Context: an optimization exercise on an open-source flow, tuned for small area, a short achievable clock period and few clock cycles per item. The choices shown serve that exercise and are no tape-out recipe. The RTL was checked by simulation tests, not by an equivalence proof against the original design. Power figures rest on the tool's default switching activity, not on a simulated workload.

## csidhScheduler
module csidhScheduler (
	input logic clk,
	input logic rst,
	input logic start,
	input logic [csidhPkg::KEY_W-1:0] privateKey,
	output logic busy,
	output logic batchValid,
	output logic batchSign,
	output logic done,
	output logic [csidhPkg::NUM_PRIMES-1:0] batchMask,
	output logic [csidhPkg::COF_W-1:0] cofactor
);
	logic load;
	logic [4:0] chunkSel;
	logic chunkDir;
	logic [7:0] chunkMatch;
	logic [7:0] keyChunk0;
	logic [7:0] keyChunk1;
	logic [15:0] signChunks01;
	logic maskDir;
	logic [7:0] maskLo;
	logic [7:0] maskHi;
	logic [7:0] slotIdx;
	logic slotTake;
	logic slotFirst;
	logic slotLast;
	logic [csidhPkg::BUF_W-1:0] slotBuf;
	logic repStart;
	logic preRepStart;
	logic [csidhPkg::BUF_W-1:0] preRepBuf;
	logic [csidhPkg::BUF_W-1:0] repBuf;
	logic lastInFlight;
	exponentBank bank_i (
		.clk(clk),
		.load(load),
		.privateKey(privateKey),
		.chunkSel(chunkSel),
		.chunkDir(chunkDir),
		.chunkMatch(chunkMatch),
		.keyChunk0(keyChunk0),
		.keyChunk1(keyChunk1),
		.signChunks01(signChunks01),
		.maskDir(maskDir),
		.maskLo(maskLo),
		.maskHi(maskHi),
		.mask(batchMask),
		.maskSign(batchSign)
	);
	batchSequencer seq_i (
		.clk(clk),
		.rst(rst),
		.start(start),
		.busy(busy),
		.load(load),
		.chunkSel(chunkSel),
		.chunkDir(chunkDir),
		.chunkMatch(chunkMatch),
		.keyChunk0(keyChunk0),
		.keyChunk1(keyChunk1),
		.signChunks01(signChunks01),
		.slotIdx(slotIdx),
		.slotTake(slotTake),
		.slotFirst(slotFirst),
		.slotLast(slotLast),
		.slotBuf(slotBuf),
		.repStart(repStart),
		.preRepStart(preRepStart),
		.preRepBuf(preRepBuf),
		.repBuf(repBuf),
		.lastInFlight(lastInFlight),
		.maskDir(maskDir),
		.maskLo(maskLo),
		.maskHi(maskHi),
		.batchValid(batchValid),
		.done(done)
	);
	cofactorEngine cof_i (
		.clk(clk),
		.rst(rst),
		.slotIdx(slotIdx),
		.slotTake(slotTake),
		.slotFirst(slotFirst),
		.slotLast(slotLast),
		.slotBuf(slotBuf),
		.cofactor(cofactor),
		.repStart(repStart),
		.preRepStart(preRepStart),
		.preRepBuf(preRepBuf),
		.repBuf(repBuf),
		.lastInFlight(lastInFlight)
	);
endmodule
For scale: ~720 I/O pins.
export LEC_CHECK = 0
export CAP_MARGIN = 20
export CORE_MARGIN = 2
export CORE_UTILIZATION = 40
export SETUP_SLACK_MARGIN = 5.0
export SLEW_MARGIN = 20
export TNS_END_PERCENT = 10
create_clock -name core_clock -period 8.0 [get_ports {clk}]
run.sh (not shown) runs the stock make flow with config.mk's settings and CLKGATE_MAP_FILE= SYNTH_SCRIPT=/design/flow/synth_recipe.tcl, a recipe that flattens the netlist after the stock synthesis.
Testbench counts at the start, summed over its fixed seeds: cycles 3,884, keys 24.
Rerun with:
Settings changed: CTS_CLUSTER_DIAMETER from default to 90, CTS_CLUSTER_SIZE from default to 20, TNS_END_PERCENT 10 to default.
The changed run finished with timing, DRC and antenna clean.
Cell area went down by 1.5%.
Via count hardly moves.
Power went down by 3.9%.
Worst setup slack improved by 220 ps.
Die area is unchanged.

Starting RTL as in the previous note.
==> flow/design.v (excerpt) <==
module csidhScheduler (
	input logic clk,
	input logic rst,
	input logic start,
	input logic [csidhPkg::KEY_W-1:0] privateKey,
	output logic busy,
	output logic batchValid,
	output logic batchSign,
	output logic done,
	output logic [csidhPkg::NUM_PRIMES-1:0] batchMask,
	output logic [csidhPkg::COF_W-1:0] cofactor
);
clock: 8.0 ns
lec_check: 0
abc_area: 1
cap_margin: 20
core_margin: 2
core_utilization: 40
cts_cluster_diameter: 90
cts_cluster_size: 24
setup_slack_margin: 5.0
slew_margin: 20
The first run completed with no timing, DRC or antenna violations.
Testbench counts at the start, summed over its fixed seeds: cycles 3,884, keys 24.
Rerun with:
ABC_AREA = default   (was 1)
Outcome: Via count falls by 8.8%. Setup slack is worse by 52 ps. Cell area increases by 0.65%.

port drivers added, routing unchanged:
In the flow no input, the clock included, has a driving cell. The finished layouts below were timed again as built, in two steps. Step 1, drivers: a clkbuf_16 drives clk and a buf_2 each remaining input, both assumed. Step 2 moves the port delays by t, midway between the first and last clock arrival at a register: inputs arrive t later, outputs are due t later. That takes back most of the time a late clock gives input paths. a / b / c = ideal ports / drivers / drivers and shift; a / b = the first two.
| run | t, ns | slack for setup (ns) | worst hold slack (ns) | worst register clock-pin slew, ns | worst slew at a driven data input, ns |
|---|---|---|---|---|---|
| the first run of note 1 | 0.843 | 4.806 / 4.795 / 4.118 | 0.325 / 0.325 / 0.325 | 0.07 / 0.07 | 0.09 |
| the second run of note 1 | 0.757 | 5.026 / 4.955 / 4.323 | 0.341 / 0.341 / 0.341 | 0.09 / 0.09 | 0.07 |
| the first run of note 2 | 0.783 | 5.045 / 4.970 / 4.387 | 0.369 / 0.369 / 0.369 | 0.11 / 0.11 | 0.19 |
| the second run of note 2 | 0.777 | 4.993 / 4.918 / 4.369 | 0.335 / 0.335 / 0.335 | 0.11 / 0.11 | 0.07 |
After both steps setup and hold are still met in every run listed. For the second run of note 1, which loses most, drivers alone change the setup slack by -0.071 ns; drivers and shift together by -0.703 ns.
